This design comes from an exercise in tuning for small area on the open sky130 flow, not from production work. RTL that was checked went through simulation tests only; none was proved equivalent to the original. Function not checked in runs 1 to 3: the RTL went through the layout flow alone. Power and IR drop assume default switching activity. The flow treats the clock pin as an ideal source, which a real chip does not have.

[flow/config.mk]
export PLATFORM = sky130hd
export DESIGN_NAME = gpio_32_top
export DESIGN_NICKNAME = gpio_32_top
export VERILOG_FILES = /design/flow/design.v
export SDC_FILE = /design/flow/constraint.sdc
export NUM_CORES = 4
export LEC_CHECK = 0
export CAP_MARGIN = 10
export CORE_MARGIN = 2
export CORE_UTILIZATION = 80
export CTS_CLUSTER_DIAMETER = 60
export CTS_CLUSTER_SIZE = 30
export SLEW_MARGIN = 10
export SYNTH_HIERARCHICAL = 1
export SYNTH_MINIMUM_KEEP_SIZE = 0
[flow/constraint.sdc]
create_clock -name core_clock -period 10.0 [get_ports {PCLK}]
set_input_delay 2.0000 -clock core_clock [delete_from_list [all_inputs] [get_ports {PCLK}]]
set_output_delay 2.0000 -clock core_clock [all_outputs]
set_load 0.01 [all_outputs]
[flow/design.v]
package gpio_32_pkg;
  localparam int NUM_GPIO = 32;
  localparam int DB_CNT_W = 16;
  localparam logic [7:0] ADDR_GPIO_DIR     = 8'h00;
  localparam logic [7:0] ADDR_GPIO_OUT     = 8'h04;
  localparam logic [7:0] ADDR_GPIO_IN      = 8'h08;
  localparam logic [7:0] ADDR_INT_MASK     = 8'h0C;
  localparam logic [7:0] ADDR_INT_STATUS   = 8'h10;
  localparam logic [7:0] ADDR_INT_TYPE     = 8'h14;
  localparam logic [7:0] ADDR_INT_POLARITY = 8'h18;
  localparam logic [7:0] ADDR_DEBOUNCE_CFG = 8'h1C;
  function automatic logic addr_in_range(input logic [2:0] addr_hi);
    addr_in_range = (addr_hi == 3'b000);
  endfunction
endpackage
module gpio_g_nand (input logic a, b, output logic y);
  assign y = ~(a & b);
endmodule
module gpio_g_and (input logic a, b, output logic y);
  assign y = a & b;
endmodule
module gpio_g_nor3 (input logic a, b, c, output logic y);
  assign y = ~(a | b | c);
endmodule
module gpio_g_nor (input logic a, b, output logic y);
  assign y = ~(a | b);
endmodule
module gpio_g_xor_clr (input logic a, b, c, output logic y);
  assign y = ~(~(a ^ b) | c);
endmodule
module gpio_g_xnor (input logic a, b, output logic y);
  assign y = ~(a ^ b);
endmodule
module gpio_g_nand3 (input logic a, b, c, output logic y);
  assign y = ~(a & b & c);
endmodule
module gpio_g_a22oi (input logic a, b, c, d, output logic y);
  assign y = ~((a & b) | (c & d));
endmodule
module gpio_g_a222oi (input logic a, b, c, d, e, f, output logic y);
  assign y = ~((a & b) | (c & d) | (e & f));
endmodule
module gpio_g_xor (input logic a, b, output logic y);
  assign y = a ^ b;
endmodule
module gpio_g_or (input logic a, b, output logic y);
  assign y = a | b;
endmodule
module gpio_g_xnor_clr (input logic a, b, c, output logic y);
  assign y = ~((a ^ b) | c);
endmodule
module gpio_g_orn (input logic a, b, output logic y);
  assign y = ~a | b;
endmodule
module gpio_g_maj (input logic a, b, c, output logic y);
  assign y = (a & b) | (c & (a | b));
endmodule
module gpio_debounce
(
  input  logic                PCLK,
  input  logic                PRESETn,
  input  logic                sync_en,
  input  logic                pin_raw,
  input  logic [gpio_32_pkg::DB_CNT_W-1:0] db_ntm,
  output logic                pin_stb,
  output logic                pin_nchg
);
  localparam int W = gpio_32_pkg::DB_CNT_W;
  logic          meta_r;
  logic          sync_r;
  logic          stb_r;
  logic [W-1:0]  cnt_r;
  logic [W-1:0]  cnt_d;
  logic [W:0]    ge_s;     
  logic [W-1:0]  cy_s;     
  logic          hit_s;
  logic          clr_s;
  logic          nflip_s;
  logic          nchg_r;
  gpio_g_or u_ge0 (.a(cnt_r[0]), .b(db_ntm[0]), .y(ge_s[1]));
  for (genvar i = 1; i < W; i++) begin : g_cmp
    gpio_g_maj u_maj (.a(cnt_r[i]), .b(ge_s[i]), .c(db_ntm[i]), .y(ge_s[i+1]));
  end
  assign hit_s = ge_s[W];
  gpio_g_nor u_b0 (.a(cnt_r[0]), .b(clr_s), .y(cnt_d[0]));
  assign cy_s[1] = cnt_r[0];
  for (genvar i = 1; i < W - 1; i++) begin : g_inc
    logic nor_s;
    gpio_g_and  u_c (.a(cnt_r[i]), .b(cy_s[i]), .y(cy_s[i+1]));
    gpio_g_nor  u_o (.a(cnt_r[i]), .b(cy_s[i]), .y(nor_s));
    gpio_g_nor3 u_d (.a(nor_s), .b(cy_s[i+1]), .c(clr_s), .y(cnt_d[i]));
  end
  gpio_g_xor_clr u_bw (.a(cnt_r[W-1]), .b(cy_s[W-1]), .c(clr_s), .y(cnt_d[W-1]));
  logic nsync_s;
  logic ndiff_s;
  logic stb_d;
  gpio_g_nand u_ns   (.a(sync_r), .b(sync_en), .y(nsync_s));
  gpio_g_xor  u_nd   (.a(nsync_s), .b(stb_r), .y(ndiff_s));
  gpio_g_or   u_clr  (.a(ndiff_s), .b(hit_s), .y(clr_s));
  gpio_g_orn  u_nflp (.a(hit_s), .b(ndiff_s), .y(nflip_s));
  gpio_g_xnor_clr u_stb (.a(stb_r), .b(nflip_s), .c(PRESETn), .y(stb_d));
  always_ff @(posedge PCLK) begin
    meta_r <= pin_raw;
    sync_r <= meta_r;
    stb_r  <= stb_d;
    nchg_r <= nflip_s;
    cnt_r  <= cnt_d;
  end
  assign pin_stb = stb_r;
  assign pin_nchg = nchg_r;
endmodule
module gpio_stat_bit
(
  input  logic st,
  input  logic in_lvl,
  input  logic in_nchg,
  input  logic pol,
  input  logic typ,
  input  logic wdat,
  input  logic wclr,
  input  logic rst,
  output logic st_d
);
  logic keep;
  logic lvl;
  logic edg;
  logic nst_d;
  gpio_g_nand  u_keep (.a(wdat), .b(wclr), .y(keep));
  gpio_g_xnor  u_lvl  (.a(in_lvl), .b(pol), .y(lvl));
  gpio_g_nand  u_edg  (.a(typ), .b(in_nchg), .y(edg));
  gpio_g_a22oi u_or   (.a(st), .b(keep), .c(lvl), .d(edg), .y(nst_d));
  gpio_g_nor   u_rst  (.a(nst_d), .b(rst), .y(st_d));
endmodule
module gpio_rd8
(
  input  logic [7:0] sel,
  input  logic [7:0] dat,
  output logic       y
);
  logic [2:0] part;
  gpio_g_a222oi u_p0 (.a(sel[0]), .b(dat[0]), .c(sel[1]), .d(dat[1]), .e(sel[2]), .f(dat[2]),
                      .y(part[0]));
  gpio_g_a222oi u_p1 (.a(sel[3]), .b(dat[3]), .c(sel[4]), .d(dat[4]), .e(sel[5]), .f(dat[5]),
                      .y(part[1]));
  gpio_g_a22oi  u_p2 (.a(sel[6]), .b(dat[6]), .c(sel[7]), .d(dat[7]), .y(part[2]));
  gpio_g_nand3  u_y  (.a(part[0]), .b(part[1]), .c(part[2]), .y(y));
endmodule
module gpio_rd7
(
  input  logic [6:0] sel,
  input  logic [6:0] dat,
  output logic       y
);
  assign y = |(sel & dat);
endmodule
module gpio_32_top
(
  input  logic                PCLK,
  input  logic                PRESETn,
  input  logic                PSEL,
  input  logic                PENABLE,
  input  logic                PWRITE,
  input  logic [7:0]          PADDR,
  input  logic [31:0]         PWDATA,
  output logic [31:0]         PRDATA,
  output logic                PREADY,
  output logic                PSLVERR,
  input  logic [gpio_32_pkg::NUM_GPIO-1:0] gpio_in_raw,
  output logic [gpio_32_pkg::NUM_GPIO-1:0] gpio_out,
  output logic [gpio_32_pkg::NUM_GPIO-1:0] gpio_oe,
  output logic                gpio_irq
);
  logic [31:0]         dir_r;
  logic [31:0]         out_r;
  logic [31:0]         mask_r;
  logic [31:0]         status_r;
  logic [31:0]         status_d;
  logic [31:0]         type_r;
  logic [31:0]         pol_r;
  logic [gpio_32_pkg::DB_CNT_W-1:0] db_cfg_r;
  logic [gpio_32_pkg::DB_CNT_W-1:0] db_ntm_s;
  logic                rst_d1_r;
  logic                rst_d2_r;
  logic                sync_en_s;
  logic [31:0]         stb_s;
  logic [31:0]         nchg_s;
  logic [31:0]         wdata_s;
  logic [2:0]          idx_s;
  logic                in_range_s;
  logic                wr_en_s;
  logic                rd_en_s;
  logic [7:0]          sel_s;
  logic [7:0]          ld_s;
  logic [7:0]          rd_sel_s;
  assign idx_s      = PADDR[4:2];
  assign in_range_s = (PADDR[7:5] == 3'b000);
  assign wr_en_s    = PENABLE & PWRITE & in_range_s;
  assign rd_en_s    = PSEL & ~PWRITE & in_range_s;
  always_comb begin
    sel_s = 8'h00;
    sel_s[idx_s] = 1'b1;
  end
  assign ld_s     = {8{PRESETn}} | ({8{wr_en_s}} & sel_s);
  assign wdata_s  = PWDATA & {32{~PRESETn}};
  assign rd_sel_s = {8{rd_en_s}} & sel_s;
  always_ff @(posedge PCLK) begin
    rst_d1_r <= PRESETn;
    rst_d2_r <= rst_d1_r;
  end
  assign sync_en_s = ~(rst_d1_r | rst_d2_r);
  assign db_ntm_s = ~(db_cfg_r - {15'd0, (db_cfg_r != 16'd0)});
  for (genvar g = 0; g < gpio_32_pkg::NUM_GPIO; g++) begin : g_pin
    gpio_debounce u_db (
      .PCLK      (PCLK),
      .PRESETn   (PRESETn),
      .sync_en   (sync_en_s),
      .pin_raw   (gpio_in_raw[g]),
      .db_ntm    (db_ntm_s),
      .pin_stb   (stb_s[g]),
      .pin_nchg  (nchg_s[g])
    );
    gpio_stat_bit u_st (
      .st     (status_r[g]),
      .in_lvl (stb_s[g]),
      .in_nchg (nchg_s[g]),
      .pol    (pol_r[g]),
      .typ    (type_r[g]),
      .wdat   (PWDATA[g]),
      .wclr   (wr_en_s & sel_s[4]),
      .rst    (PRESETn),
      .st_d   (status_d[g])
    );
    if (g < gpio_32_pkg::DB_CNT_W) begin : g_rd8
      gpio_rd8 u_rd (
        .sel (rd_sel_s),
        .dat ({db_cfg_r[g % gpio_32_pkg::DB_CNT_W], pol_r[g], type_r[g], status_r[g],
               mask_r[g], stb_s[g], out_r[g], dir_r[g]}),
        .y   (PRDATA[g])
      );
    end else begin : g_rd7
      gpio_rd7 u_rd (
        .sel (rd_sel_s[6:0]),
        .dat ({pol_r[g], type_r[g], status_r[g], mask_r[g], stb_s[g], out_r[g], dir_r[g]}),
        .y   (PRDATA[g])
      );
    end
  end
  always_ff @(posedge PCLK) begin
    if (ld_s[0]) dir_r    <= wdata_s;
    if (ld_s[1]) out_r    <= wdata_s;
    if (ld_s[3]) mask_r   <= wdata_s;
    if (ld_s[5]) type_r   <= wdata_s;
    if (ld_s[6]) pol_r    <= wdata_s;
    if (ld_s[7]) db_cfg_r <= wdata_s[15:0];
    status_r <= status_d;
  end
  assign PREADY   = 1'b1;
  assign PSLVERR  = PSEL & PENABLE & ~in_range_s;
  assign gpio_out = out_r;
  assign gpio_oe  = dir_r;
  assign gpio_irq = |(status_r & mask_r);
endmodule
[flow/flow/run.sh]
#!/bin/bash
# Layout flow: the standard synthesis unchanged, then the standard
# ORFS layout with these changes:
#   - ports are buffered with the smallest buffer (buf_1) instead of the
#     default choice;
#   - clock tree synthesis inserts no dummy loads (clkload cells);
#   - after floorplan, combinational cells that synthesis upsized are set back
#     to their smallest drive strength (flip-flops are left as they are);
#     the later repair steps upsize again wherever slew, load or timing need it.
# Each step's full output goes to its own log file in this folder.
set -euo pipefail
here=$(pwd)
bash standard.sh synth > "$here/flow_synth.log" 2>&1
bash standard.sh \
  "BUFFER_PORTS_ARGS=-buffer_cell sky130_fd_sc_hd__buf_1" \
  "POST_FLOORPLAN_TCL=$here/flow/downsize.tcl" \
  "CTS_ARGS=-sink_clustering_enable -repair_clock_nets -sink_clustering_size 30 -sink_clustering_max_diameter 90 -dont_use_dummy_load" \
  finish > "$here/flow_layout.log" 2>&1
[flow/flow/downsize.tcl]
# Set every combinational standard cell to the smallest drive strength of its
# family (same function and pins). Flip-flops keep the cell synthesis gave them.
set db [ord::get_db]
set block [[$db getChip] getBlock]
set n_swapped 0
set area_before 0.0
set area_after 0.0
foreach inst [$block getInsts] {
  set master [$inst getMaster]
  set name [$master getName]
  if {![regexp {^(sky130_fd_sc_hd__[a-z0-9]+)_([0-9]+)$} $name -> base size]} { continue }
  if {[regexp {df|dl|sdf|edf|tap|fill|decap|conb|clkbuf|clkinv|clkdly|dlygate|diode} $base]} { continue }
  set best ""
  set best_area 0
  foreach sz {0 1 2} {
    if {$sz >= $size} { break }
    set cand [$db findMaster "${base}_${sz}"]
    if {$cand eq "NULL" || $cand eq ""} { continue }
    set a [expr {[$cand getWidth] * [$cand getHeight]}]
    set cur [expr {[$master getWidth] * [$master getHeight]}]
    if {$a < $cur && ($best eq "" || $a <= $best_area)} {
      set best $cand
      set best_area $a
    }
  }
  if {$best ne ""} {
    set area_before [expr {$area_before + [$master getWidth] * [$master getHeight] / 1e6}]
    set area_after [expr {$area_after + $best_area / 1e6}]
    $inst swapMaster $best
    incr n_swapped
  }
}
puts "downsize: swapped $n_swapped instances, area $area_before -> $area_after um2"
[flow/standard.sh]
#!/bin/bash
# synth_recipe.tcl (not shown) runs the flow's synth.tcl, then flattens the netlist and writes it again
# the make line also repeats each setting of config.mk as NAME=value (left out here)
make -C /OpenROAD-flow-scripts/flow DESIGN_CONFIG=/design/flow/config.mk WORK_HOME=/design/flow/orfs CLKGATE_MAP_FILE= SYNTH_SCRIPT=/design/flow/synth_recipe.tcl "${@:-finish}"
==> results of run 1 <==
flip-flops by register name (all words and copies together), names as in the netlist:
register,cells
out_r,32
status_r,32
g_pin.u_db.stb_r,32
rst_d1_r,1
dir_r,32
db_cfg_r,16
g_pin.u_db.meta_r,32
rst_d2_r,1
pol_r,32
g_pin.u_db.nchg_r,32
g_pin.u_db.sync_r,32
mask_r,32
type_r,32
g_pin.u_db.cnt_r,512
cell families after synthesis:
| family | count (synthesis) | share of synthesized area (%) |
|---|---|---|
| flip-flops | 850 | 49.2 |
| adder cells (fa/ha/maj) | 485 | 14.3 |
| AND/OR/NAND/NOR | 1785 | 29.2 |
| buffers and inverters | 10 | 0.108 |
| XOR/XNOR | 142 | 3.26 |
| multiplexers | 1 | 0.0262 |
| AO/OA/AOI/OAI | 152 | 3.93 |
| other | 1 | 0.00982 |
worst max-delay path: stages, from the launching register on:
cell      delay, ns
edfxtp_1       0.56
nor4_1         0.60
nand4_1        0.17
or2_1          0.24
ha_2           0.19
ha_1           0.38
buf_4          0.38
maj3_1         0.45
maj3_1         0.37
maj3_1         0.36
maj3_1         0.35
maj3_1         0.37
maj3_1         0.36
maj3_1         0.36
maj3_1         0.36
maj3_1         0.36
maj3_1         0.37
maj3_1         0.36
maj3_1         0.36
maj3_1         0.37
maj3_1         0.36
maj3_1         0.36
or2_1          0.44
nor3_1         0.24
layout make-up:
type	count	area share, %
timing repair buffer	206	2.39
antenna	1	0.00660
sequential	850	49.5
multi-input combinational	2566	43.7
clock buffer	35	2.31
inverter	5	0.0495
tap	615	2.03
modules after synthesis, one instance, submodules excluded, excerpt:
module | cells inside | copies in the design | cell area (um2) | flops+latches
gpio_g_nor | 1 | 512 | 3.75 | 0
gpio_g_xnor | 1 | 32 | 8.76 | 0
gpio_g_xnor_clr | 2 | 32 | 12.5 | 0
gpio_32_top | 354 | 1 | 6960 | 210
gpio_g_nand3 | 1 | 16 | 5.00 | 0
gpio_g_or | 1 | 64 | 6.26 | 0
gpio_g_xor_clr | 2 | 32 | 12.5 | 0
gpio_rd7 | 4 | 16 | 30.0 | 0
gpio_debounce | 20 | 32 | 400 | 20
gpio_g_nor3 | 1 | 448 | 10.0 | 0
gpio_g_maj | 1 | 480 | 11.3 | 0
gpio_g_xor | 1 | 32 | 8.76 | 0
gpio_g_orn | 1 | 32 | 6.26 | 0
gpio_g_a22oi | 1 | 48 | 12.5 | 0
gpio_g_nand | 1 | 96 | 3.75 | 0
gpio_g_a222oi | 1 | 32 | 10.0 | 0
power breakdown:
| part | internal (W) | total (W) | switching, W |
|---|---|---|---|
| Clock | 0.000636 | 0.00163 | 0.000999 |
| Combinational | 0.000123 | 0.000425 | 0.000301 |
| Sequential | 0.00360 | 0.00367 | 0.0000770 |
Yosys cell counts, types with 3 or more instances:
master / number
and2b_1: 8
dfxtp_1: 674
edfxtp_1: 176
o21bai_1: 3
or2_1: 65
nor2_1: 590
a22oi_2: 48
nor3_2: 449
nor3b_1: 3
nand2b_1: 33
xor2_1: 74
nand4_1: 8
nand3_1: 36
and2_1: 449
clkbuf_1: 4
a222oi_1: 48
nor3_1: 4
maj3_2: 480
nand2_1: 101
a22oi_1: 48
inv_1: 5
a21o_1: 3
ha_1: 5
nor2b_1: 26
xnor2_1: 68
layer usage:
layer | routed length (um) | up-vias | share of wire [%]
met1 | 34700 | 12726 | 39
met4 | 3540 | 8 | 4.0
met5 | 50 | - | 0.057
li1 | - | 12477 | -
met2 | 41800 | 1094 | 47
met3 | 7960 | 247 | 9.0
per-stage QoR:
stage	cells	setup WS, ns	hold slack [ns]
after global routing	4277	0.908	0.347
after global placement	4242	1.52	0.312
after CTS	4277	1.21	0.338
after floorplan	3426	2.52	0.310
final	4278	1.17	0.336
after detailed placement	4242	1.23	0.312
how the worst max path moves through the flow:
stage	cells after the start	slack, ns	end	from
floorplan	22	2.52	g_pin[0].u_db.cnt_r[10]$_DFF_P_	db_cfg_r[9]$_DFFE_PP_
global placement	23	1.52	g_pin[3].u_db.cnt_r[8]$_DFF_P_	db_cfg_r[13]$_DFFE_PP_
detailed placement	23	1.23	g_pin[15].u_db.cnt_r[2]$_DFF_P_	db_cfg_r[13]$_DFFE_PP_
CTS	23	1.21	g_pin[5].u_db.cnt_r[11]$_DFF_P_	db_cfg_r[13]$_DFFE_PP_
global route	23	0.91	g_pin[5].u_db.cnt_r[11]$_DFF_P_	db_cfg_r[13]$_DFFE_PP_
finish	23	1.17	g_pin[3].u_db.cnt_r[5]$_DFF_P_	db_cfg_r[13]$_DFFE_PP_
==> impl_metrics.tcl, run 1 <==
set metrics [dict create \
    coreArea_um2 47400 \
    post_cts_buffers 0 \
    slew_headroom_pct 14.8 \
    synth.top_cell.area_share_pct 35.3 \
    p_leak_nw 12.6 \
    crit_path_max_fanout 28 \
    min_period_ns 8.83 \
    clock_path_buffers 3 \
    cts_hold_buf 0 \
    yosys_warnings 8 \
    vias 26552 \
    power_density_nw_per_um2 151 \
    synth_ff_type "dfxtp_1" \
    placed_area_um2 37000 \
    antenna_found_initial 6 \
    drive_gt1_share_pct 2.73 \
    initial_core_util_pct 80.5 \
    grtUsageMet3_pct 5.44 \
    ctsResizeCount 0 \
    io_buffers 172 \
    status "no timing/DRC/antenna violations" \
    antenna_left 0 \
    num_rows 80 \
    holdPathEnd "g_pin[26].u_db.sync_r$_DFF_P_" \
    min-delay-start "g_pin[26].u_db.meta_r$_DFF_P_" \
    hpwlAfterDp_um 58000 \
    syn_area_um2 38200 \
    max_slew.worst_pin.slew_ns 1.28 \
    root_buffer "clkbuf_16" \
    ys_ff_latch 850 \
    grt_first_pass_wirelength_um 134000 \
    maxCapViolCount 0 \
    fillers 3100 \
    cp.arrival_ns 9.34 \
    first_global_vias 25578 \
    fin_util_pct 79.9 \
    critPathKind "reg -> reg" \
    reg2reg_depth 23 \
    hold_viol 0 \
    slew_viol_final 0 \
    rsz0062_at_grt "false" \
    dr.pass1.iters 7 \
    ir_drop_v 0.000151 \
    yosys-top-cells-area "dfxtp_1 35%, maj3_2 14%, edfxtp_1 14%" \
    die-area_um2 49500 \
    chipWidth_um 222 \
    final_net_count 3746 \
    fmaxAchievable_mhz 113 \
    synth_cell_types 40 \
    totalWireLength_um 88000 \
    overflow 0 \
    ios 176 \
    synth-edff-count 176 \
    cts.sinks 850 \
    final_area_um2 37900 \
    drc 0 \
    yosysSeqAreaShare_pct 49.2 \
    wl_per_cell_um 20.6 \
    avgSynthCellArea_um2 11.1 \
    synth_cells 3426 \
    layout_commonest_cell "dfxtp_1" \
    clock_skew_ns 0.0591 \
    grt_busiest_layer "met2" \
    gr-usage-all-layers_pct 34.8 \
    die_h_um 222 \
    htree_levels 2 \
    cp-start-kind "flip-flop" \
    hp-class "reg -> reg" \
    r2r_end "g_pin[3].u_db.cnt_r[5]$_DFF_P_" \
    gp_congestion 0.855 \
    reg2reg_slack_ns 1.17 \
    insertion_delay_ns 0.60 \
    async_flop_share_pct 0 \
    syn-num-nets 3508 \
    r2r_start "db_cfg_r[13]$_DFFE_PP_" \
    met2_usage_pct 59.3 \
    drtIter0Drc 2506 \
    grt_max_degree 67 \
    areaGrowthSynthToFinish_pct -0.744 \
    seq_area_um2 18800 \
    crit_required_ns 10.51 \
    finalSetupViolCount 0 \
    multi_input_area_um2 16600 \
    met1_usage_pct 44.4 \
    p_total_w 0.00573 \
    numCtsBuffers 35 \
    fin_crit_sh_pct 88.3 \
    vias_per_cell 6.21 \
    fin_tns_setup_ns 0 \
    cts_tree "done" \
    synth_largest_area_cell "dfxtp_1" \
    holdPathStages 0 \
    end_kind "flip-flop" \
    clkTransAtPathRegs_ns 0.11 \
    mostFrequentLayoutCells "674 x dfxtp_1, 583 x nor2_1, 480 x maj3_1" \
]
==> run 2: changes to the inputs <==
--- a/flow/flow/run.sh
+++ b/flow/flow/run.sh
@@ -14,5 +14,5 @@
 bash standard.sh \
   "BUFFER_PORTS_ARGS=-buffer_cell sky130_fd_sc_hd__buf_1" \
   "POST_FLOORPLAN_TCL=$here/flow/downsize.tcl" \
-  "CTS_ARGS=-sink_clustering_enable -repair_clock_nets -sink_clustering_size 30 -sink_clustering_max_diameter 90 -dont_use_dummy_load" \
+  "CTS_ARGS=-sink_clustering_enable -repair_clock_nets -sink_clustering_size 25 -sink_clustering_max_diameter 110 -dont_use_dummy_load" \
   finish > "$here/flow_layout.log" 2>&1
--- a/flow/config.mk
+++ b/flow/config.mk
@@ -7,7 +7,7 @@
 export LEC_CHECK = 0
 export CAP_MARGIN = 10
 export CORE_MARGIN = 2
-export CORE_UTILIZATION = 80
+export CORE_UTILIZATION = 70
 export CTS_CLUSTER_DIAMETER = 60
 export CTS_CLUSTER_SIZE = 30
 export SLEW_MARGIN = 10
==> run 2 against run 1 <==
Effect of this change:
- flip-flop and latch count unchanged
- largest cell class unchanged
- routed wire length up 3.7%
- critical path depth unchanged
- fmax about the same
- combinational power up 1%
- hold slack worse by 0.027 ns
- still clean
- critical endpoint is now g_pin[21].u_db.cnt_r[12]$_DFF_P_
- design area up 0.64%
==> impl_metrics.tcl, run 2 <==
set metrics [dict create \
    status "no timing/DRC/antenna violations" \
    drive_gt1_share_pct 2.97 \
    dpl.cell_count 4327 \
    synth_largest_area_cell "dfxtp_1" \
    gp_congestion 0.854 \
    post-place-ws_ns 1.19 \
    routed.top_layer "met5" \
    cp.arrival_ns 9.32 \
    cts_hold_buf 0 \
    die-area_um2 56400 \
    crit_chain "nor4_1, nand4_1, or2_1, ha_2, ha_2, buf_4, maj3_1, maj3_1, maj3_1, maj3_1, maj3_1, maj3_1, maj3_1, maj3_1, maj3_1, maj3_1, maj3_1, maj3_1, maj3_1, maj3_1, maj3_1, or2_1, nor3_1" \
    maxCapViolCount 0 \
    chipWidth_um 238 \
    switching_power_w 0.00141 \
    p_seq_share_pct 63.0 \
    dr.pass1.iters 8 \
    p_leak_nw 12.7 \
    synth_ff_type "dfxtp_1" \
    post_cts_buffers 0 \
    fmaxAchievable_mhz 113 \
    insertion_delay_ns 0.61 \
    slew_viol_final 0 \
    clock_path_buffers 3 \
    crit_path_max_fanout 23 \
    yosys-top-cells-area "dfxtp_1 35%, maj3_2 14%, edfxtp_1 14%" \
    crit_path_frequent_cell "maj3_1" \
    die_h_um 238 \
    wl_per_cell_um 20.9 \
    setup_slack_ns 1.17 \
    hpwlAfterDp_um 60200 \
    final_net_count 3754 \
    num_rows 85 \
    clkTransAtPathRegs_ns 0.09 \
    cts.sinks 850 \
    yosysSeqAreaShare_pct 49.2 \
    slew_headroom_pct 24.6 \
    drt-met1-wl_um 38000 \
    async_flop_share_pct 0 \
    ys_ff_latch 850 \
    io_buffers 172 \
    layout_commonest_cell "dfxtp_1" \
    initial_core_util_pct 70.8 \
    cts_tree "done" \
    root_buffer "clkbuf_16" \
    first_global_vias 24928 \
    synth_cell_types 40 \
    yosys_warnings 8 \
    avgSynthCellArea_um2 11.1 \
    ir_drop_v 0.000116 \
    p_int_w 0.00442 \
    yosys-top-cells-count "674 x dfxtp_1, 590 x nor2_1, 480 x maj3_2" \
    antenna_found_initial 4 \
    coreArea_um2 53900 \
    areaGrowthSynthToFinish_pct -0.108 \
    end_kind "flip-flop" \
    largest_reg_flops 512 \
    crit_start "db_cfg_r[13]$_DFFE_PP_" \
    swShare_pct 24.1 \
    power_density_nw_per_um2 153 \
    synth.top_cell.area_share_pct 35.3 \
    slowest_stage "ha_2" \
    synth_most_common_cell "dfxtp_1" \
    max_stage_delay_ns 0.60 \
    critPathKind "reg -> reg" \
    max_slew.worst_pin.slew_ns 1.13 \
    totalWireLength_um 91200 \
    syn_area_um2 38200 \
    hp-class "reg -> reg" \
    power_frac_clock_pct 29.6 \
    min-delay-start "g_pin[21].u_db.meta_r$_DFF_P_" \
    drtIter0Drc 2163 \
    crit_required_ns 10.50 \
    largest_register "g_pin.u_db.cnt_r" \
    vias 26092 \
    ctsResizeCount 0 \
    grt_first_pass_wirelength_um 138000 \
    finalNonFillerCells 4366 \
    ios 176 \
    mostFrequentLayoutCells "674 x dfxtp_1, 583 x nor2_1, 480 x maj3_1" \
    vias_per_cell 5.98 \
    wl_met2_um 43000 \
    synth-edff-count 176 \
    hold_viol 0 \
    grt_max_degree 66 \
    min_period_ns 8.83 \
    r2r_start "db_cfg_r[13]$_DFFE_PP_" \
    syn-num-nets 3508 \
    fin_util_pct 70.8 \
    htree_levels 2 \
    cp-start-kind "flip-flop" \
    clock_skew_ns 0.0451 \
    overflow 0 \
    drc 0 \
    p_comb_share_pct 7.4 \
    fin_tns_setup_ns 0 \
    synth_cells 3426 \
    numCtsBuffers 39 \
    rsz0062_at_grt "false" \
    gr-usage-all-layers_pct 31.8 \
    reg2reg_slack_ns 1.17 \
    fin_crit_sh_pct 88.3 \
    wl_met3_um 6910 \
    finalSetupViolCount 0 \
    antennaDiodeCount 0 \
    antenna_left 0 \
]
## run 2: metal layers
| layer | up-vias | track usage [%] |
|---|---|---|
| met4 | 6 | 11.0 |
| li1 | 12489 | - |
| met1 | 12572 | 41.1 |
| met3 | 210 | 5.96 |
| met5 | - | 0 |
| met2 | 815 | 53.6 |
## run 2: final cells by class
cell class,instances,area (um2)
Clock buffer,39,976
Fill cell,4068,15800
Inverter,5,18.8
Multi-Input combinational cell,2566,16600
Sequential cell,850,18800
Tap cell,696,871
Timing Repair Buffer,210,935
## run 2: worst paths after layout
kind / to / cells after the start
setup / recovery: g_pin[21].u_db.cnt_r[12]$_DFF_P_ / 23
hold / removal: g_pin[21].u_db.sync_r$_DFF_P_ / 0
setup reg to reg: g_pin[21].u_db.cnt_r[12]$_DFF_P_ / 23
hold reg to reg: g_pin[21].u_db.sync_r$_DFF_P_ / 0
## run 2: per-module statistics from Yosys, one instance, submodules excluded, excerpt
module          cells  flip-flops and latches  times used
gpio_32_top       354                     210           1
gpio_g_a222oi       1                       0          32
gpio_g_and          1                       0         448
gpio_g_nor3         1                       0         448
gpio_g_or           1                       0          64
gpio_g_xor          1                       0          32
gpio_g_xor_clr      2                       0          32
gpio_rd7            4                       0          16
## run 2: cell families after synthesis
logic type               synth area share (%)
buffers and inverters                   0.108
other                                 0.00982
adder cells (fa/ha/maj)                  14.3
flip-flops                               49.2
XOR/XNOR                                 3.26
AO/OA/AOI/OAI                            3.93
multiplexers                           0.0262
AND/OR/NAND/NOR                          29.2
## run 2: worst max-delay path: cells and delay by family (launching register included)
| family | cells | cell delay [ns] |
|---|---|---|
| adder cells (fa/ha/maj) | 17 | 6.18 |
| buffers and inverters | 1 | 0.39 |
| flip-flops | 1 | 0.58 |
| AND/OR/NAND/NOR | 5 | 1.53 |
## run 2: power by group through the flow
stage / logic [W] / registers (W) / clock network (W)
detailed placement: 0.000423 / 0.00375 / 0
floorplan: 0.000266 / 0.00373 / 0
global route: 0.000450 / 0.00368 / 0.00188
global placement: 0.000415 / 0.00374 / 0
finish: 0.000431 / 0.00367 / 0.00173
CTS: 0.000425 / 0.00367 / 0.00177
## run 2: per-stage QoR
stage,hold slack [ns],power (W),cell area [um2]
after global routing,0.316,0.00601,38100
after floorplan,0.310,0.00400,38200
final,0.309,0.00583,38100
after CTS,0.302,0.00586,38100
after detailed placement,0.312,0.00417,37200
after global placement,0.311,0.00416,37200
==> run 3: changes to the inputs <==
--- a/flow/flow/run.sh
+++ b/flow/flow/run.sh
@@ -14,5 +14,5 @@
 bash standard.sh \
   "BUFFER_PORTS_ARGS=-buffer_cell sky130_fd_sc_hd__buf_1" \
   "POST_FLOORPLAN_TCL=$here/flow/downsize.tcl" \
-  "CTS_ARGS=-sink_clustering_enable -repair_clock_nets -sink_clustering_size 25 -sink_clustering_max_diameter 110 -dont_use_dummy_load" \
+  "CTS_ARGS=-sink_clustering_enable -repair_clock_nets -sink_clustering_size 33 -sink_clustering_max_diameter 100 -dont_use_dummy_load" \
   finish > "$here/flow_layout.log" 2>&1
==> run 3 against run 2 <==
Effect of this change:
- die area is the same
- highest routed layer unchanged
- first-iteration DRC count shrank 14%
- critical endpoint is now g_pin[31].u_db.cnt_r[4]$_DFF_P_
- still clean
- clock-buffer cell count shrank 9
- power shrank 3.5%
- via count shrank 0.55%
==> impl_metrics.tcl, run 3 <==
set metrics [dict create \
    yosysSeqAreaShare_pct 49.2 \
    yosys-top-cells-count "674 x dfxtp_1, 590 x nor2_1, 480 x maj3_2" \
    finalNonFillerCells 4358 \
    gr-usage-all-layers_pct 31.3 \
    insertion_delay_ns 0.65 \
    slowest_stage "ha_2" \
    numCtsBuffers 30 \
    status "no timing/DRC/antenna violations" \
    first_global_vias 24810 \
    p_total_w 0.00563 \
    num_rows 85 \
    final_net_count 3745 \
    chipWidth_um 238 \
    drtIter0Drc 1856 \
    dpl.cell_count 4327 \
    cp-start-kind "flip-flop" \
    p_leak_nw 12.6 \
    vias 25949 \
    ys_ff_latch 850 \
    critPathKind "reg -> reg" \
    drc 0 \
    clkTransAtPathRegs_ns 0.12 \
    syn-num-nets 3508 \
    dr.pass1.iters 6 \
    grt_first_pass_wirelength_um 137000 \
    maxCapViolCount 0 \
    crit_chain "nor4_1, nand4_1, or2_1, ha_2, ha_2, buf_4, maj3_1, maj3_1, maj3_1, maj3_1, maj3_1, maj3_1, maj3_1, maj3_1, maj3_1, maj3_1, maj3_1, maj3_1, maj3_1, maj3_1, maj3_1, or2_1, nor3_1" \
    largest_register "g_pin.u_db.cnt_r" \
    fmaxAchievable_mhz 113 \
    hold_viol 0 \
    io_buffers 172 \
    die-area_um2 56400 \
    setup_slack_ns 1.18 \
    fillers 4089 \
    synth_cells 3426 \
    clock_skew_ns 0.0597 \
    finalSetupViolCount 0 \
    rsz0062_at_grt "false" \
    cts_tree "done" \
    power_density_nw_per_um2 148 \
    async_flop_share_pct 0 \
    post_cts_buffers 0 \
    fin_tns_setup_ns 0 \
    avgSynthCellArea_um2 11.1 \
    coreArea_um2 53900 \
    vias_per_cell 5.95 \
    yosys-top-cells-area "dfxtp_1 35%, maj3_2 14%, edfxtp_1 14%" \
    areaGrowthSynthToFinish_pct -0.691 \
    crit_path_frequent_cell "maj3_1" \
    slew_viol_final 0 \
    ios 176 \
    drive_gt1_share_pct 2.73 \
    antenna_found_initial 3 \
    yosys_warnings 8 \
    synth_most_common_cell "dfxtp_1" \
    gp_congestion 0.854 \
    fin_crit_sh_pct 88.2 \
    cts.sinks 850 \
    synth_cell_types 40 \
    totalWireLength_um 90400 \
    grt_max_degree 66 \
    synth_ff_type "dfxtp_1" \
    syn_area_um2 38200 \
    placed_area_um2 37200 \
    antenna_left 0 \
    crit_path_max_fanout 23 \
    crit_required_ns 10.57 \
    post-place-ws_ns 1.19 \
    met2_usage_pct 53.6 \
    synth.top_cell.area_share_pct 35.3 \
    synth-edff-count 176 \
    synth_largest_area_cell "dfxtp_1" \
    ir_drop_v 0.000141 \
    slew_headroom_pct 28.1 \
    htree_levels 1 \
    ctsResizeCount 0 \
    grt_busiest_layer "met2" \
    hpwlAfterDp_um 60200 \
    hp-class "reg -> reg" \
    final_area_um2 37900 \
    cp.arrival_ns 9.39 \
    largest_reg_flops 512 \
    clock_path_buffers 3 \
    die_h_um 238 \
    root_buffer "clkbuf_16" \
    cts_hold_buf 0 \
    grtUsageMet3_pct 5.39 \
    end_kind "flip-flop" \
    initial_core_util_pct 70.8 \
    mostFrequentLayoutCells "674 x dfxtp_1, 583 x nor2_1, 480 x maj3_1" \
    min_period_ns 8.82 \
    layout_commonest_cell "dfxtp_1" \
    met1_usage_pct 41.0 \
    max_slew.worst_pin.slew_ns 1.07 \
    max_stage_delay_ns 0.59 \
    overflow 0 \
    wl_per_cell_um 20.7 \
]
[run 3: kinds of logic (layout without fill, tap and decap cells)]
logic type / Yosys count / count (layout) / synth area share, %
DFF: 850 / 850 / 49.2
AOI/OAI and AO/OA: 152 / 152 / 3.93
and+or+nand+nor: 1785 / 1785 / 29.2
muxes: 1 / 1 / 0.0262
xor gates and xnor gates: 142 / 142 / 3.26
buffers and inverters: 10 / 245 / 0.108
adders and majority gates: 485 / 485 / 14.3
other: 1 / 2 / 0.00982
[run 3: where the power goes]
part           total [W]  internal, W  switching, W  leakage [nW]
clock network    0.00152     0.000541      0.000983         0.370
logic           0.000429     0.000126      0.000303          5.05
registers        0.00367      0.00360     0.0000759          7.16
[run 3: Yosys stat by module (local to each module, per instance), excerpt]
module | flip-flops and latches | area (um2) | copies in the design
gpio_32_top | 210 | 6960 | 1
gpio_debounce | 20 | 400 | 32
gpio_g_a222oi | 0 | 10.0 | 32
gpio_g_a22oi | 0 | 12.5 | 48
gpio_g_and | 0 | 6.26 | 448
gpio_g_maj | 0 | 11.3 | 480
gpio_g_nand3 | 0 | 5.00 | 16
gpio_g_nor | 0 | 3.75 | 512
gpio_g_nor3 | 0 | 10.0 | 448
gpio_g_or | 0 | 6.26 | 64
gpio_g_orn | 0 | 6.26 | 32
gpio_g_xnor | 0 | 8.76 | 32
gpio_g_xnor_clr | 0 | 12.5 | 32
gpio_g_xor | 0 | 8.76 | 32
gpio_g_xor_clr | 0 | 12.5 | 32
gpio_rd7 | 0 | 30.0 | 16
[run 3: area by class of cell]
| type | instances | area, um2 | share of cell area, % |
|---|---|---|---|
| Antenna cell | 1 | 2.50 | 0.00660 |
| Clock buffer | 30 | 751 | 1.98 |
| Multi-Input combinational cell | 2566 | 16600 | 43.7 |
| Sequential cell | 850 | 18800 | 49.5 |
| Inverter | 5 | 18.8 | 0.0495 |
| Timing Repair Buffer | 210 | 935 | 2.46 |
| Tap cell | 696 | 871 | 2.30 |
[run 3: worst max-delay path: cells and delay by family (launching register included)]
| kind | cells | cell delay, ns |
|---|---|---|
| AND/OR/NAND/NOR | 5 | 1.58 |
| buffers and inverters | 1 | 0.39 |
| adder cells (fa/ha/maj) | 17 | 6.16 |
| flip-flops | 1 | 0.58 |
[run 3: metrics by stage]
stage	utilization (%)	hold slack [ns]
floorplan	-	0.310
global placement	68.9	0.311
detailed placement	68.9	0.312
CTS	70.3	0.341
global route	70.3	0.347
finish	70.3	0.340
[run 3: worst paths after layout]
check                                startpoint                              end  slack (ns)  cells after the start
hold reg to reg   g_pin[16].u_db.meta_r$_DFF_P_    g_pin[16].u_db.sync_r$_DFF_P_        0.34                      0
setup / recovery         db_cfg_r[13]$_DFFE_PP_  g_pin[31].u_db.cnt_r[4]$_DFF_P_        1.18                     23
setup reg to reg         db_cfg_r[13]$_DFFE_PP_  g_pin[31].u_db.cnt_r[4]$_DFF_P_        1.18                     23
hold / removal    g_pin[16].u_db.meta_r$_DFF_P_    g_pin[16].u_db.sync_r$_DFF_P_        0.34                      0
[run 3: routing by layer]
layer	vias up	share of wire, %	wire [um]
li1	12455	-	-
met1	12493	42	37800
met2	823	48	43100
met3	172	7.4	6690
met4	6	3.1	2820
met5	-	0.045	41
==> run 4: changes to the inputs <==
--- a/flow/design.v
+++ b/flow/design.v
@@ -46,8 +46,8 @@
 module gpio_g_or (input logic a, b, output logic y);
   assign y = a | b;
 endmodule
-module gpio_g_xnor_clr (input logic a, b, c, output logic y);
-  assign y = ~((a ^ b) | c);
+module gpio_g_andn (input logic a, b, output logic y);
+  assign y = ~a & b;
 endmodule
 module gpio_g_orn (input logic a, b, output logic y);
   assign y = ~a | b;
@@ -75,6 +75,7 @@
   logic [W-1:0]  cy_s;     
   logic          hit_s;
   logic          clr_s;
+  logic          flip_s;
   logic          nflip_s;
   logic          nchg_r;
   gpio_g_or u_ge0 (.a(cnt_r[0]), .b(db_ntm[0]), .y(ge_s[1]));
@@ -97,8 +98,9 @@
   gpio_g_nand u_ns   (.a(sync_r), .b(sync_en), .y(nsync_s));
   gpio_g_xor  u_nd   (.a(nsync_s), .b(stb_r), .y(ndiff_s));
   gpio_g_or   u_clr  (.a(ndiff_s), .b(hit_s), .y(clr_s));
+  gpio_g_andn u_flip (.a(ndiff_s), .b(hit_s), .y(flip_s));
   gpio_g_orn  u_nflp (.a(hit_s), .b(ndiff_s), .y(nflip_s));
-  gpio_g_xnor_clr u_stb (.a(stb_r), .b(nflip_s), .c(PRESETn), .y(stb_d));
+  gpio_g_xor_clr u_stb (.a(stb_r), .b(flip_s), .c(PRESETn), .y(stb_d));
   always_ff @(posedge PCLK) begin
     meta_r <= pin_raw;
     sync_r <= meta_r;
--- a/flow/flow/run.sh
+++ b/flow/flow/run.sh
@@ -14,5 +14,5 @@
 bash standard.sh \
   "BUFFER_PORTS_ARGS=-buffer_cell sky130_fd_sc_hd__buf_1" \
   "POST_FLOORPLAN_TCL=$here/flow/downsize.tcl" \
-  "CTS_ARGS=-sink_clustering_enable -repair_clock_nets -sink_clustering_size 33 -sink_clustering_max_diameter 100 -dont_use_dummy_load" \
+  "CTS_ARGS=-sink_clustering_enable -repair_clock_nets -sink_clustering_size 30 -sink_clustering_max_diameter 60 -dont_use_dummy_load" \
   finish > "$here/flow_layout.log" 2>&1
==> run 4 against run 3 <==
Effect of this change:
- via count rose by 0.75%
- routed wire length decreased by 1.1%
- largest cell class unchanged
- synthesized cell count up 0.93%
==> impl_metrics.tcl, run 4 <==
set metrics [dict create \
    vias_per_cell 5.92 \
    p_int_w 0.00459 \
    async_flop_share_pct 0 \
    synth.top_cell.area_share_pct 34.9 \
    hp-class "reg -> reg" \
    dr.pass1.iters 8 \
    swShare_pct 23.9 \
    coreArea_um2 54900 \
    synth_ff_type "dfxtp_1" \
    clock_skew_ns 0.0770 \
    yosys-top-cells-area "dfxtp_1 35%, maj3_2 14%, edfxtp_1 14%" \
    yosysSeqAreaShare_pct 48.6 \
    clock_path_buffers 3 \
    fin_crit_sh_pct 88.0 \
    maxCapViolCount 0 \
    ys_ff_latch 850 \
    htree_levels 2 \
    syn-num-nets 3540 \
    grt_first_pass_wirelength_um 137000 \
    gp_congestion 0.838 \
    synth_cell_types 41 \
    final_net_count 3795 \
    cp.arrival_ns 9.32 \
    status "no timing/DRC/antenna violations" \
    rsz0062_at_grt "false" \
    crit_required_ns 10.53 \
    initial_core_util_pct 70.4 \
    antenna_left 0 \
    die-area_um2 57100 \
    grt_max_degree 56 \
    layout_commonest_cell "dfxtp_1" \
    fin_tns_setup_ns 0 \
    largest_reg_flops 512 \
    syn_area_um2 38600 \
    end_kind "flip-flop" \
    yosys-top-cells-count "674 x dfxtp_1, 590 x nor2_1, 480 x maj3_2" \
    gr-usage-all-layers_pct 31.0 \
    cp-start-kind "flip-flop" \
    chipWidth_um 239 \
    largest_register "g_pin.u_db.cnt_r" \
    p_comb_share_pct 7.0 \
    switching_power_w 0.00144 \
    p_leak_nw 12.8 \
    overflow 0 \
    wl_per_cell_um 20.3 \
    vias 26144 \
    final_area_um2 38600 \
    avgSynthCellArea_um2 11.2 \
    areaGrowthSynthToFinish_pct -0.0746 \
    fillers 4199 \
    ctsResizeCount 0 \
    finalSetupViolCount 0 \
    first_global_vias 25025 \
    synth_cells 3458 \
    ir_drop_v 0.000157 \
    post_cts_buffers 0 \
    mostFrequentLayoutCells "674 x dfxtp_1, 583 x nor2_1, 480 x maj3_1" \
    ios 176 \
    fin_util_pct 70.3 \
    placed_area_um2 37400 \
    totalWireLength_um 89400 \
    clkTransAtPathRegs_ns 0.10 \
    drive_gt1_share_pct 3.18 \
    insertion_delay_ns 0.64 \
    num_rows 86 \
    synth_largest_area_cell "dfxtp_1" \
    slew_viol_final 0 \
    antenna_found_initial 3 \
    power_density_nw_per_um2 156 \
    synth-edff-count 176 \
    slew_headroom_pct 30.8 \
    die_h_um 239 \
    max_slew.worst_pin.slew_ns 1.04 \
    yosys_warnings 8 \
    critPathKind "reg -> reg" \
    cts_tree "done" \
    p_seq_share_pct 60.9 \
    hold_viol 0 \
    hpwlAfterDp_um 58300 \
    numCtsBuffers 49 \
    min_period_ns 8.80 \
    crit_path_max_fanout 21 \
    fmaxAchievable_mhz 114 \
    power_frac_clock_pct 32.1 \
    cts.sinks 850 \
    synth_most_common_cell "dfxtp_1" \
    root_buffer "clkbuf_16" \
    io_buffers 172 \
    drtIter0Drc 1868 \
    drc 0 \
    cts_hold_buf 0 \
    antennaDiodeCount 0 \
]
run 4: stage by stage:
step / hold WS, ns / setup slack, ns / total power (W) / instances
after detailed placement: 0.312 / 1.26 / 0.00417 / 4366
final: 0.291 / 1.20 / 0.00603 / 4415
after floorplan: 0.310 / 2.51 / 0.00400 / 3458
after global placement: 0.311 / 1.37 / 0.00416 / 4366
after CTS: 0.297 / 1.20 / 0.00607 / 4415
after global routing: 0.304 / 0.869 / 0.00620 / 4415
run 4: cell type report:
cell class	instances	area (um2)	share of cell area, %
timing repair buffer	209	927	2.40
sequential	850	18800	48.6
multi-input combinational	2598	16800	43.4
inverter	5	18.8	0.0486
clock buffer	49	1230	3.18
tap	704	881	2.28
run 4: cells by family after synthesis:
logic type	count (synthesis)	share of synthesized area, %
AO/OA/AOI/OAI	152	3.89
XOR/XNOR	142	3.22
adder cells (fa/ha/maj)	485	14.2
buffers and inverters	10	0.107
flip-flops	850	48.6
multiplexers	1	0.0259
other	1	0.00971
AND/OR/NAND/NOR	1817	30.0
run 4: per-module statistics from Yosys (local to each module, per instance), a selection:
module	times used	area, um2	flops+latches
gpio_g_a22oi	48	12.5	0
gpio_rd7	16	30.0	0
gpio_g_orn	32	6.26	0
gpio_g_xnor	32	8.76	0
gpio_g_maj	480	11.3	0
gpio_g_xor	32	8.76	0
gpio_32_top	1	6960	210
gpio_g_nand3	16	5.00	0
gpio_g_xor_clr	64	12.5	0
gpio_g_a222oi	32	10.0	0
gpio_debounce	32	400	20
gpio_g_or	64	6.26	0
gpio_g_andn	32	13.8	0
run 4: power by group through the flow:
stage	combinational, W	sequential [W]	clock [W]
floorplan	0.000269	0.00373	0
global placement	0.000413	0.00375	0
detailed placement	0.000420	0.00375	0
CTS	0.000421	0.00367	0.00197
global route	0.000446	0.00368	0.00208
finish	0.000421	0.00367	0.00194
run 4: path summary, 6_finish.rpt:
check | endpoint | cells after the start | startpoint | slack (ns)
worst min-delay path | g_pin[3].u_db.sync_r$_DFF_P_ | 0 | g_pin[3].u_db.meta_r$_DFF_P_ | 0.29
worst min register to register | g_pin[3].u_db.sync_r$_DFF_P_ | 0 | g_pin[3].u_db.meta_r$_DFF_P_ | 0.29
worst max register to register | g_pin[20].u_db.cnt_r[3]$_DFF_P_ | 23 | db_cfg_r[11]$_DFFE_PP_ | 1.20
worst max-delay path | g_pin[20].u_db.cnt_r[3]$_DFF_P_ | 23 | db_cfg_r[11]$_DFFE_PP_ | 1.20
run 4: metal layers:
metal  vias to the layer above  wire length (um)  GRT usage (%)
met5                         -                25              0
met4                         4              2640           9.83
met3                       168              6230           4.38
met2                       821             43400           54.4
met1                     12517             37100           39.5
li1                      12634                 -              -
run 4: critical path, stage by stage, from the launching register on:
cell and delay, ns:
edfxtp_1 0.61, nor4_1 0.47, nand4_1 0.14, or2_1 0.23, ha_2 0.19, ha_2 0.60, buf_4 0.37, maj3_1 0.38
maj3_1 0.36, maj3_1 0.37, maj3_1 0.36, maj3_1 0.35, maj3_1 0.35, maj3_1 0.35, maj3_1 0.35, maj3_1 0.35
maj3_1 0.36, maj3_1 0.37, maj3_1 0.35, maj3_1 0.35, maj3_1 0.35, maj3_1 0.37, or2_1 0.44, nor3_1 0.22
==> run 5: changes to the inputs <==
--- a/flow/design.v
+++ b/flow/design.v
@@ -46,8 +46,8 @@
 module gpio_g_or (input logic a, b, output logic y);
   assign y = a | b;
 endmodule
-module gpio_g_andn (input logic a, b, output logic y);
-  assign y = ~a & b;
+module gpio_g_xnor_clr (input logic a, b, c, output logic y);
+  assign y = ~((a ^ b) | c);
 endmodule
 module gpio_g_orn (input logic a, b, output logic y);
   assign y = ~a | b;
@@ -61,7 +61,7 @@
   input  logic                PRESETn,
   input  logic                sync_en,
   input  logic                pin_raw,
-  input  logic [gpio_32_pkg::DB_CNT_W-1:0] db_ntm,
+  input  logic [gpio_32_pkg::DB_CNT_W-1:0] db_nt,
   output logic                pin_stb,
   output logic                pin_nchg
 );
@@ -69,21 +69,20 @@
   logic          meta_r;
   logic          sync_r;
   logic          stb_r;
-  logic [W-1:0]  cnt_r;
+  logic [W-1:0]  cnt_r;    
   logic [W-1:0]  cnt_d;
   logic [W:0]    ge_s;     
   logic [W-1:0]  cy_s;     
   logic          hit_s;
   logic          clr_s;
-  logic          flip_s;
   logic          nflip_s;
   logic          nchg_r;
-  gpio_g_or u_ge0 (.a(cnt_r[0]), .b(db_ntm[0]), .y(ge_s[1]));
+  gpio_g_or u_ge0 (.a(cnt_r[0]), .b(db_nt[0]), .y(ge_s[1]));
   for (genvar i = 1; i < W; i++) begin : g_cmp
-    gpio_g_maj u_maj (.a(cnt_r[i]), .b(ge_s[i]), .c(db_ntm[i]), .y(ge_s[i+1]));
+    gpio_g_maj u_maj (.a(cnt_r[i]), .b(ge_s[i]), .c(db_nt[i]), .y(ge_s[i+1]));
   end
   assign hit_s = ge_s[W];
-  gpio_g_nor u_b0 (.a(cnt_r[0]), .b(clr_s), .y(cnt_d[0]));
+  gpio_g_orn u_b0 (.a(cnt_r[0]), .b(clr_s), .y(cnt_d[0]));
   assign cy_s[1] = cnt_r[0];
   for (genvar i = 1; i < W - 1; i++) begin : g_inc
     logic nor_s;
@@ -98,9 +97,8 @@
   gpio_g_nand u_ns   (.a(sync_r), .b(sync_en), .y(nsync_s));
   gpio_g_xor  u_nd   (.a(nsync_s), .b(stb_r), .y(ndiff_s));
   gpio_g_or   u_clr  (.a(ndiff_s), .b(hit_s), .y(clr_s));
-  gpio_g_andn u_flip (.a(ndiff_s), .b(hit_s), .y(flip_s));
   gpio_g_orn  u_nflp (.a(hit_s), .b(ndiff_s), .y(nflip_s));
-  gpio_g_xor_clr u_stb (.a(stb_r), .b(flip_s), .c(PRESETn), .y(stb_d));
+  gpio_g_xnor_clr u_stb (.a(stb_r), .b(nflip_s), .c(PRESETn), .y(stb_d));
   always_ff @(posedge PCLK) begin
     meta_r <= pin_raw;
     sync_r <= meta_r;
@@ -180,7 +178,7 @@
   logic [31:0]         type_r;
   logic [31:0]         pol_r;
   logic [gpio_32_pkg::DB_CNT_W-1:0] db_cfg_r;
-  logic [gpio_32_pkg::DB_CNT_W-1:0] db_ntm_s;
+  logic [gpio_32_pkg::DB_CNT_W-1:0] db_nt_s;
   logic                rst_d1_r;
   logic                rst_d2_r;
   logic                sync_en_s;
@@ -210,14 +208,14 @@
     rst_d2_r <= rst_d1_r;
   end
   assign sync_en_s = ~(rst_d1_r | rst_d2_r);
-  assign db_ntm_s = ~(db_cfg_r - {15'd0, (db_cfg_r != 16'd0)});
+  assign db_nt_s = ~db_cfg_r;
   for (genvar g = 0; g < gpio_32_pkg::NUM_GPIO; g++) begin : g_pin
     gpio_debounce u_db (
       .PCLK      (PCLK),
       .PRESETn   (PRESETn),
       .sync_en   (sync_en_s),
       .pin_raw   (gpio_in_raw[g]),
-      .db_ntm    (db_ntm_s),
+      .db_nt     (db_nt_s),
       .pin_stb   (stb_s[g]),
       .pin_nchg  (nchg_s[g])
     );
--- a/flow/flow/run.sh
+++ b/flow/flow/run.sh
@@ -14,5 +14,5 @@
 bash standard.sh \
   "BUFFER_PORTS_ARGS=-buffer_cell sky130_fd_sc_hd__buf_1" \
   "POST_FLOORPLAN_TCL=$here/flow/downsize.tcl" \
-  "CTS_ARGS=-sink_clustering_enable -repair_clock_nets -sink_clustering_size 30 -sink_clustering_max_diameter 60 -dont_use_dummy_load" \
+  "CTS_ARGS=-sink_clustering_enable -repair_clock_nets -sink_clustering_size 30 -sink_clustering_max_diameter 90 -dont_use_dummy_load" \
   finish > "$here/flow_layout.log" 2>&1
==> flow/config.mk (replaced) <==
export PLATFORM = sky130hd
export DESIGN_NAME = gpio_32_top
export DESIGN_NICKNAME = gpio_32_top
export VERILOG_FILES = /design/flow/design.v
export SDC_FILE = /design/flow/constraint.sdc
export NUM_CORES = 4
export LEC_CHECK = 0
export CAP_MARGIN = 0
export CORE_MARGIN = 2
export CORE_UTILIZATION = 70
export CTS_CLUSTER_DIAMETER = 90
export CTS_CLUSTER_SIZE = 30
export SLEW_MARGIN = 0
export SYNTH_HIERARCHICAL = 1
export SYNTH_MINIMUM_KEEP_SIZE = 0
==> run 5 against run 4 <==
Effect of this change:
- still clean
- combinational power shrank 7.8%
- flip-flop and latch count unchanged
- routed wire length is essentially flat
- clock-buffer cell count fell by 13
- synthesized cell count fell by 1.7%
- power decreased by 5.0%
- global-route usage grew 0.52 points
- clock power shrank 14%
- core utilization is 0.24 points lower
- critical path type unchanged
==> impl_metrics.tcl, run 5 <==
set metrics [dict create \
    io_buffers 172 \
    hold_viol 0 \
    slew_headroom_pct 22.9 \
    synth_largest_area_cell "dfxtp_1" \
    ys_ff_latch 850 \
    yosys-top-cells-area "dfxtp_1 36%, maj3_2 14%, edfxtp_1 14%" \
    mostFrequentLayoutCells "674 x dfxtp_1, 548 x nor2_1, 480 x maj3_1" \
    crit_chain "inv_2, or2_1, maj3_1, maj3_1, maj3_1, maj3_1, maj3_1, maj3_1, maj3_1, maj3_1, maj3_1, maj3_1, maj3_1, maj3_1, maj3_1, maj3_1, maj3_1, or2_1, nand2b_1" \
    fin_crit_sh_pct 74.1 \
    post-place-ws_ns 2.67 \
    synth_cell_types 33 \
    swShare_pct 23.8 \
    p_leak_nw 12.6 \
    synth_ff_type "dfxtp_1" \
    finalNonFillerCells 4333 \
    clock_path_buffers 3 \
    die-area_um2 56200 \
    yosys_warnings 8 \
    first_global_vias 24591 \
    vias 25565 \
    vias_per_cell 5.90 \
    grt_first_pass_wirelength_um 136000 \
    syn_area_um2 38000 \
    power_frac_clock_pct 29.1 \
    slew_viol_final 0 \
    avgSynthCellArea_um2 11.2 \
    coreArea_um2 53700 \
    cp.arrival_ns 7.88 \
    hp-class "reg -> reg" \
    yosys-top-cells-count "674 x dfxtp_1, 554 x nor2_1, 480 x maj3_2" \
    drtIter0Drc 2101 \
    die_h_um 237 \
    cts_tree "done" \
    power_density_nw_per_um2 152 \
    gr-usage-all-layers_pct 31.5 \
    async_flop_share_pct 0 \
    final_area_um2 37700 \
    ios 176 \
    grt_max_degree 56 \
    layout_commonest_cell "dfxtp_1" \
    initial_core_util_pct 70.7 \
    antenna_left 0 \
    critPathKind "reg -> reg" \
    cp-start-kind "flip-flop" \
    cpLargestDelayFamily "adder cells" \
    p_int_w 0.00436 \
    yosysSeqAreaShare_pct 49.4 \
    totalWireLength_um 89500 \
    p_comb_share_pct 6.8 \
    max_stage_delay_ns 0.45 \
    drc 0 \
    gp_congestion 0.848 \
    ir_drop_v 0.000159 \
    setup_slack_ns 2.59 \
    status "no timing/DRC/antenna violations" \
    final_net_count 3717 \
    numCtsBuffers 36 \
    clkTransAtPathRegs_ns 0.11 \
    min_period_ns 7.41 \
    synth-edff-count 176 \
    dpl.cell_count 4295 \
    htree_levels 2 \
    crit_required_ns 10.48 \
    fin_tns_setup_ns 0 \
    cts_hold_buf 0 \
    drive_gt1_share_pct 2.42 \
    post_cts_buffers 0 \
    placed_area_um2 36700 \
    end_kind "flip-flop" \
    synth_most_common_cell "dfxtp_1" \
    wl_per_cell_um 20.7 \
    slowest_stage "or2_1" \
    p_seq_share_pct 64.1 \
    largest_reg_flops 512 \
    dr.pass1.iters 6 \
    synth_cells 3399 \
    areaGrowthSynthToFinish_pct -0.896 \
    synth.top_cell.area_share_pct 35.5 \
    root_buffer "clkbuf_16" \
    overflow 0 \
    finalSetupViolCount 0 \
    max_slew.worst_pin.slew_ns 1.16 \
    fmaxAchievable_mhz 135 \
    hpwlAfterDp_um 57700 \
    clock_skew_ns 0.0616 \
    cts.sinks 850 \
    crit_buf_inv 1 \
    crit_path_max_fanout 32 \
    num_rows 85 \
    rsz0062_at_grt "false" \
    antenna_found_initial 3 \
    ctsResizeCount 0 \
    insertion_delay_ns 0.60 \
    largest_register "g_pin.u_db.cnt_r" \
    maxCapViolCount 0 \
    switching_power_w 0.00136 \
    crit_path_frequent_cell "maj3_1" \
    chipWidth_um 237 \
    syn-num-nets 3479 \
]
==> run 5: worst reg2reg max path: cells and delay by family (launching register included) <==
kind / cells / cell delay, ns
buffers and inverters: 1 / 0.40
AND/OR/NAND/NOR: 3 / 1.09
adder cells (fa/ha/maj): 15 / 5.38
flip-flops: 1 / 0.38
==> run 5: area by class of cell <==
cell class,count,area [um2]
inverters,18,67.6
flip-flops and latches,850,18800
fillers,4096,16100
well taps,696,871
multi-input cells,2526,16100
clock buffers,36,901
repair buffers,205,897
diodes,2,5.00
==> run 5: logic make-up after synthesis <==
| logic type | share of synthesized area, % |
|---|---|
| compound gates | 3.94 |
| xor+xnor | 2.97 |
| fa+ha+maj | 14.3 |
| buf+inv | 0.237 |
| flops | 49.4 |
| mux | 0.0263 |
| other cells | 0.00987 |
| simple gates | 29.1 |
==> run 5: metrics by stage <==
step | total power (W) | utilization (%) | hold WS, ns
floorplan | 0.00398 | - | 0.310
global placement | 0.00412 | 68.4 | 0.310
detailed placement | 0.00413 | 68.4 | 0.312
CTS | 0.00576 | 70.1 | 0.314
global route | 0.00591 | 70.1 | 0.312
finish | 0.00573 | 70.1 | 0.308
==> run 5: routing by layer <==
layer  GRT usage, %  vias up  wire length (um)
li1               -    12357                 -
met1           39.4    12202             35900
met2           55.4      836             43700
met3           5.01      170              6810
met4           11.3        0              3090
met5              0        -                 0
==> run 5: path summary, 6_finish.rpt <==
path / startpoint / endpoint / slack (ns) / cells past startpoint
setup / recovery: db_cfg_r[0]$_DFFE_PP_ / g_pin[6].u_db.cnt_r[0]$_DFF_P_ / 2.59 / 19
hold / removal: g_pin[10].u_db.meta_r$_DFF_P_ / g_pin[10].u_db.sync_r$_DFF_P_ / 0.31 / 0
setup reg to reg: db_cfg_r[0]$_DFFE_PP_ / g_pin[6].u_db.cnt_r[0]$_DFF_P_ / 2.59 / 19
hold reg to reg: g_pin[10].u_db.meta_r$_DFF_P_ / g_pin[10].u_db.sync_r$_DFF_P_ / 0.31 / 0
==> run 5: modules after synthesis (local to each module, per instance), a selection <==
| module | area (um2) | cells inside | flip-flops and latches |
|---|---|---|---|
| gpio_g_xnor | 8.76 | 1 | 0 |
| gpio_g_and | 6.26 | 1 | 0 |
| gpio_g_orn | 6.26 | 1 | 0 |
| gpio_g_nor3 | 10.0 | 1 | 0 |
| gpio_debounce | 400 | 20 | 20 |
| gpio_g_nand3 | 5.00 | 1 | 0 |
| gpio_g_a222oi | 10.0 | 1 | 0 |
| gpio_g_or | 6.26 | 1 | 0 |
| gpio_g_maj | 11.3 | 1 | 0 |
| gpio_g_a22oi | 12.5 | 1 | 0 |
| gpio_g_nor | 3.75 | 1 | 0 |
| gpio_g_xor_clr | 12.5 | 2 | 0 |
| gpio_g_xor | 8.76 | 1 | 0 |
| gpio_rd7 | 30.0 | 4 | 0 |
| gpio_g_nand | 3.75 | 1 | 0 |
==> run 5: power by group through the flow <==
stage | registers [W] | logic (W) | clock network (W)
after global routing | 0.00368 | 0.000411 | 0.00182
after floorplan | 0.00373 | 0.000245 | 0
after global placement | 0.00374 | 0.000376 | 0
final | 0.00367 | 0.000388 | 0.00167
after detailed placement | 0.00375 | 0.000385 | 0
after CTS | 0.00367 | 0.000386 | 0.00170
==> run 6: changes to the inputs <==
--- a/flow/config.mk
+++ b/flow/config.mk
@@ -5,11 +5,11 @@
 export SDC_FILE = /design/flow/constraint.sdc
 export NUM_CORES = 4
 export LEC_CHECK = 0
-export CAP_MARGIN = 0
+export CAP_MARGIN = 10
 export CORE_MARGIN = 2
 export CORE_UTILIZATION = 70
 export CTS_CLUSTER_DIAMETER = 90
 export CTS_CLUSTER_SIZE = 30
-export SLEW_MARGIN = 0
+export SLEW_MARGIN = 10
 export SYNTH_HIERARCHICAL = 1
 export SYNTH_MINIMUM_KEEP_SIZE = 0
==> run 6 against run 5 <==
Effect of this change:
- first-iteration DRC count unchanged
- non-clock buffer count unchanged
- combinational power about the same
- clock power about the same
- design area unchanged
- largest cell class unchanged
- setup slack unchanged
- still clean on timing, DRC and antenna
- core utilization unchanged
- critical path depth unchanged
- register-to-register slack about the same
==> impl_metrics.tcl, run 6 <==
set metrics [dict create \
    drtIter0Drc 2101 \
    rsz0062_at_grt "false" \
    fmaxAchievable_mhz 135 \
    min_period_ns 7.41 \
    synth_most_common_cell "dfxtp_1" \
    hpwlAfterDp_um 57700 \
    crit_path_max_fanout 32 \
    muxShareOfSynthArea_pct 0.0263 \
    crit_start "db_cfg_r[0]$_DFFE_PP_" \
    numCtsBuffers 36 \
    holdPathStages 0 \
    multi_input_area_um2 16100 \
    cts_hold_buf 0 \
    insertion_delay_ns 0.60 \
    root_buffer "clkbuf_16" \
    status "no timing/DRC/antenna violations" \
    gp_congestion 0.848 \
    chipWidth_um 237 \
    synth_top_family_by_area "simple AND/OR/NAND/NOR gates" \
    p_comb_share_pct 6.8 \
    die_h_um 237 \
    power_frac_clock_pct 29.1 \
    drc 0 \
    p_seq_share_pct 64.1 \
    post_cts_buffers 0 \
    yosys-top-cells-count "674 x dfxtp_1, 554 x nor2_1, 480 x maj3_2" \
    grt_first_pass_wirelength_um 136000 \
    maxCapViolCount 0 \
    clkTransAtPathRegs_ns 0.11 \
    synth_xor_area_share_pct 2.97 \
    initial_core_util_pct 70.7 \
    clock_path_buffers 3 \
    grt_max_degree 56 \
    synth_ff_type "dfxtp_1" \
    yosys-top-cells-area "dfxtp_1 36%, maj3_2 14%, edfxtp_1 14%" \
    antenna_found_initial 3 \
    largest_register "g_pin.u_db.cnt_r" \
    hold_viol 0 \
    final_net_count 3717 \
    vias_per_cell 5.90 \
    syn_area_um2 38000 \
    fillers 4096 \
    crit_required_ns 10.48 \
    end_kind "flip-flop" \
    wl_per_cell_um 20.7 \
    ios 176 \
    synth_cells 3399 \
    cp-start-kind "flip-flop" \
    seq_area_um2 18800 \
    yosysSeqAreaShare_pct 49.4 \
    synth-edff-count 176 \
    io_buffers 172 \
    r2r_start "db_cfg_r[0]$_DFFE_PP_" \
    slew_viol_final 0 \
    min-delay-start "g_pin[10].u_db.meta_r$_DFF_P_" \
    slew_headroom_pct 22.9 \
    max_slew.worst_pin.slew_ns 1.16 \
    p_total_w 0.00573 \
    areaGrowthSynthToFinish_pct -0.896 \
    whs_ns 0.308 \
    cp.arrival_ns 7.88 \
    cts_tree "done" \
    yosys_warnings 8 \
    fin_tns_setup_ns 0 \
    p_int_w 0.00436 \
    htree_levels 2 \
    async_flop_share_pct 0 \
    clock_skew_ns 0.0616 \
    drive_gt1_share_pct 2.42 \
    overflow 0 \
    ir_drop_v 0.000159 \
]
## run 6: cell counts in the layout (fill, tap and decap cells not counted)
Identical to the previous run, type by type.
## run 6: cell families (layout without fill, tap and decap cells)
logic type | after synthesis | in the layout
xor+xnor | 129 | 129
fa+ha+maj | 483 | 483
buf+inv | 23 | 259
other cells | 1 | 3
mux | 1 | 1
flops | 850 | 850
compound gates | 151 | 151
simple gates | 1761 | 1761
## run 6: worst max path at each step
stage	slack, ns	depth (start not counted)	endpoint
detailed placement	2.67	19	g_pin[6].u_db.cnt_r[0]$_DFF_P_
floorplan	2.71	5	PRDATA[0]
global route	2.38	19	g_pin[0].u_db.cnt_r[8]$_DFF_P_
CTS	2.62	19	g_pin[6].u_db.cnt_r[0]$_DFF_P_
finish	2.59	19	g_pin[6].u_db.cnt_r[0]$_DFF_P_
global placement	2.77	19	g_pin[19].u_db.cnt_r[0]$_DFF_P_
## run 6: per-stage QoR
stage / instance area, um2 / utilization, % / worst slack [ns] / cells
floorplan: 38000 / - / 2.71 / 3399
finish: 37700 / 70.1 / 2.59 / 4333
global placement: 36700 / 68.4 / 2.77 / 4295
detailed placement: 36700 / 68.4 / 2.67 / 4295
global route: 37700 / 70.1 / 2.38 / 4333
CTS: 37600 / 70.1 / 2.62 / 4331
## run 6: area by class of cell
type / instances / share of cell area [%]
sequential: 850 / 49.9
multi-input combinational: 2526 / 42.8
clock buffer: 36 / 2.39
timing repair buffer: 205 / 2.38
tap: 696 / 2.31
inverter: 18 / 0.179
antenna: 2 / 0.0133
## run 6: per-layer routing
metal  up-vias  wire [um]  track usage [%]  part of all wire, %
met5         -          0                0                    0
met4         0       3090             11.3                  3.5
met3       170       6810             5.01                  7.6
met2       836      43700             55.4                   49
met1     12202      35900             39.4                   40
li1      12357          -                -                    -
## run 6: per-module statistics from Yosys, one instance, submodules excluded, a selection
module | copies in the design | area, um2 | flip-flops and latches
gpio_g_xnor_clr | 32 | 12.5 | 0
gpio_g_nand | 96 | 3.75 | 0
gpio_g_xnor | 32 | 8.76 | 0
gpio_32_top | 1 | 6680 | 210
gpio_g_orn | 64 | 6.26 | 0
gpio_debounce | 32 | 400 | 20
gpio_g_maj | 480 | 11.3 | 0
gpio_g_or | 64 | 6.26 | 0
gpio_g_nor3 | 448 | 10.0 | 0
## run 6: power by group through the flow
stage | registers, W | clock network (W) | logic, W
after detailed placement | 0.00375 | 0 | 0.000385
after floorplan | 0.00373 | 0 | 0.000245
after global routing | 0.00368 | 0.00182 | 0.000411
final | 0.00367 | 0.00167 | 0.000388
after global placement | 0.00374 | 0 | 0.000376
after CTS | 0.00367 | 0.00170 | 0.000386
## run 6: worst max-delay path, stage by stage (launching register included)
cell	delay (ns)
edfxtp_1	0.38
inv_2	0.40
or2_1	0.38
maj3_1	0.34
maj3_1	0.36
maj3_1	0.36
maj3_1	0.37
maj3_1	0.36
maj3_1	0.37
maj3_1	0.36
maj3_1	0.36
maj3_1	0.35
maj3_1	0.35
maj3_1	0.36
maj3_1	0.35
maj3_1	0.35
maj3_1	0.36
maj3_1	0.38
or2_1	0.45
nand2b_1	0.25

Re-timed with assumed drivers on the ports (clkbuf_16 on the clock, buf_2 on other inputs), run 6 has 2.595 ns of setup slack against 2.595 ns with ideal ports, and 2.595 ns once port delays also move by the mid clock arrival of 0.631 ns.
